What follows belongs to an exercise in optimizing a design on an open flow for small area, a short achievable clock period and few clock cycles per item; a production flow would make more cautious choices.
In this exercise RTL edits were held to simulation tests only and were not proved equivalent to the original.
Power is estimated from default activity; no workload was simulated.

Setup of v53:
Design planar_pose_dead_reckoning_top, start of the top module:
module planar_pose_dead_reckoning_top (
    input  logic                    i_clk,
    input  logic                    i_rst_n,
    input  logic                    i_valid,
    output logic                    o_ready,
    input  logic signed [VEL_W-1:0] i_linear_velocity,
    input  logic signed [VEL_W-1:0] i_angular_velocity,
    input  logic [DT_W-1:0]         i_step_time,
    output logic                    o_valid,
    input  logic                    i_ready,
    output logic signed [POS_W-1:0] o_pos_x,
    output logic signed [POS_W-1:0] o_pos_y,
    output logic [HEAD_W-1:0]       o_heading,
    output logic signed [VEL_W-1:0] o_speed_echo,
    output logic signed [VEL_W-1:0] o_turn_rate_echo,
    output logic                    o_saturated
);
Size in the first run: roughly 610 flip-flops, roughly 220 I/O pins, roughly 55000 sq um of cells after synthesis.
export LEC_CHECK = 0
export CAP_MARGIN = 20
export CORE_MARGIN = 2
export CORE_UTILIZATION = 65
export SLEW_MARGIN = 20
export TNS_END_PERCENT = 20
create_clock -name core_clock -period 12.5 [get_ports {i_clk}]
standard.sh (not shown) runs the stock make flow with config.mk's settings and CLKGATE_MAP_FILE= SYNTH_SCRIPT=/design/flow/synth_recipe.tcl, a recipe that flattens the netlist after the stock synthesis.
==> flow/flow/run.sh <==
#!/bin/bash
# The standard layout (standard.sh, unchanged synthesis and steps), with
# the timing repair aiming 7 ns below the clock period instead of at it; the
# clock period and constraints are the design's. make's full output goes to
# make_finish.log here, and each ORFS step's log to orfs/logs/.
set -euo pipefail
bash standard.sh SETUP_SLACK_MARGIN=7 finish > make_finish.log 2>&1
Testbench counts of v53, summed over its fixed seeds: cycles 50,560, items 2,400.
Input-level comparison between v51 and v53:
Settings: a change of CORE_UTILIZATION from 65 to 72; a change of TNS_END_PERCENT from 20 to 5.
### Flow results
- v51 has completed all stages; timing, DRC and antenna checks passed.
- Critical-path cell with the highest stage delay = fa_1: v51; critical-path cell with the highest stage delay = mux4_2: v53
- v53 → v51: fmax fell by about 1.6%; register share of the cell area rose by 0.18 points.
- Compared v51 vs v53, and routed wire length on met3 is up in v51.
Relative to v51, the following input files were edited for v20:
Settings: CORE_UTILIZATION now 65, was 72.
==> flow/flow/run.sh <==
#!/bin/bash
# The standard layout (standard.sh, unchanged synthesis and steps), with
# the timing repair aiming 9 ns below the clock period instead of at it; the
# clock period and constraints are the design's. make's full output goes to
# make_finish.log here, and each ORFS step's log to orfs/logs/.
set -euo pipefail
bash standard.sh SETUP_SLACK_MARGIN=9 finish > make_finish.log 2>&1
### Flow results
v20 completed end to end with timing, DRC and antenna clean.
Delta(minimum period implied by the final worst setup slack, v20 - v51) > 0
Number of diodes, v20 and v51, higher one = v51.
Summary: pre-CTS setup slack, v20 worse than v51
Worst setup path startpoint: u_cordic.r_j[0] -> v20, r_sm[2] -> v51
v51 has a lower width of the die than v20.
Compared to v51, v20 has layout buffer count excluding clock buffers 38% higher.
v20 vs. v51: global placement routability congestion has decreased; critical path depth now sits higher; hold slack dropped 17 ps.
Sequential fraction of design power in v20 is 1.1 points below v51.
## Diff of input files: v12 against v20
==> flow/flow/run.sh <==
#!/bin/bash
# The standard layout, with the timing repair aiming 8 ns below the clock period
set -euo pipefail
bash standard.sh SETUP_SLACK_MARGIN=8 finish > make_finish.log 2>&1
v12 ended with less final cycle utilization of the critical path than v20.
v12 vs v20, destination of the critical timing path: r_pos_y[11] vs u_cordic.r_y[31]
v12 was carried through to the last stage, and its layout satisfied the timing, design-rule and antenna checks.
Of v20 and v12, the run reporting the higher all-layer global routing usage was v12.
Of v20 and v12, the run reporting the higher share of layout cells above drive strength 1 was v20.
Relative to v20, hold slack has increased by 5.8 ps in v12.
Comparing number of antenna repair diodes for v20 and v12, the bigger number came from v20.
Buffers inserted during post-CTS setup optimization ends up higher on v12.
Compared with v20, v12 is more frugal on power.

---

## the reference run
Starting RTL as in the previous note.
export LEC_CHECK = 0
export CAP_MARGIN = 20
export CORE_MARGIN = 2
export CORE_UTILIZATION = 65
export SLEW_MARGIN = 20
export TNS_END_PERCENT = 5
create_clock -name core_clock -period 12.5 [get_ports {i_clk}]
==> flow/flow/run.sh <==
#!/bin/bash
# The standard layout (standard.sh, unchanged synthesis and steps), with
# the timing repair aiming 7.5 ns below the clock period instead of at it; the
# clock period and constraints are the design's. make's full output goes to
# make_finish.log here, and each ORFS step's log to orfs/logs/.
set -euo pipefail
bash standard.sh SETUP_SLACK_MARGIN=7.5 finish > make_finish.log 2>&1
Testbench counts of the reference run, summed over its fixed seeds: cycles 50,560, items 2,400.
Input changes introduced in the trial run (baseline for comparison: the reference run):
==> flow/flow/run.sh <==
#!/bin/bash
# The standard layout (standard.sh, unchanged synthesis and steps), with
# the timing repair aiming 8 ns below the clock period instead of at it; the
# clock period and constraints are the design's. make's full output goes to
# make_finish.log here, and each ORFS step's log to orfs/logs/.
set -euo pipefail
bash standard.sh SETUP_SLACK_MARGIN=8 finish > make_finish.log 2>&1
==> results.txt <==
The trial run was carried through to the last stage, and its layout satisfied the timing, design-rule and antenna checks.
When the final numbers for the reference run and the trial run were put side by side, the met3 wire length turned out to be smaller in the trial run.
Diff the reference run -> the trial run: area of the core region ~0 delta, post-synthesis compound-gate area fraction saw little to no change, setup slack went down 82 ps.
Summary of the trial run over the reference run: non-clock buffer count went down 19, first-pass GRT wire length went up about 1.8%.

==> re-timing with driven ports <==
The flow's constraints put no driver on any port. The routed layouts listed below were extracted and timed again, unchanged, in two steps. Step 1, drivers: a clkbuf_16 drives i_clk and a buf_2 each remaining input, both assumed. Step 2 adds t to the input delays and takes it off the output delays; t is the mean of the earliest and latest rising clock arrival at the registers after step 1. Input paths then give back, and output paths get back, about the clock's delay inside the block. Three values: ideal ports, drivers, drivers and shift; two values: the first two.
run	t, ns	setup WS [ns]	hold WS [ns]	clock arrival spread, ns
v53	0.726	6.852 / 6.852 / 6.852	0.423 / 0.423 / 0.423	0.031 / 0.031
v51	0.714	6.761 / 6.761 / 6.761	0.431 / 0.431 / 0.431	0.033 / 0.033
v20	0.725	6.733 / 6.733 / 6.733	0.415 / 0.415 / 0.415	0.034 / 0.034
v12	0.726	6.860 / 6.860 / 6.860	0.420 / 0.420 / 0.420	0.042 / 0.042
the reference run	0.726	6.942 / 6.942 / 6.942	0.424 / 0.424 / 0.424	0.033 / 0.033
the trial run	0.726	6.860 / 6.860 / 6.860	0.420 / 0.420 / 0.420	0.042 / 0.042
After both steps every run listed still meets setup and hold.
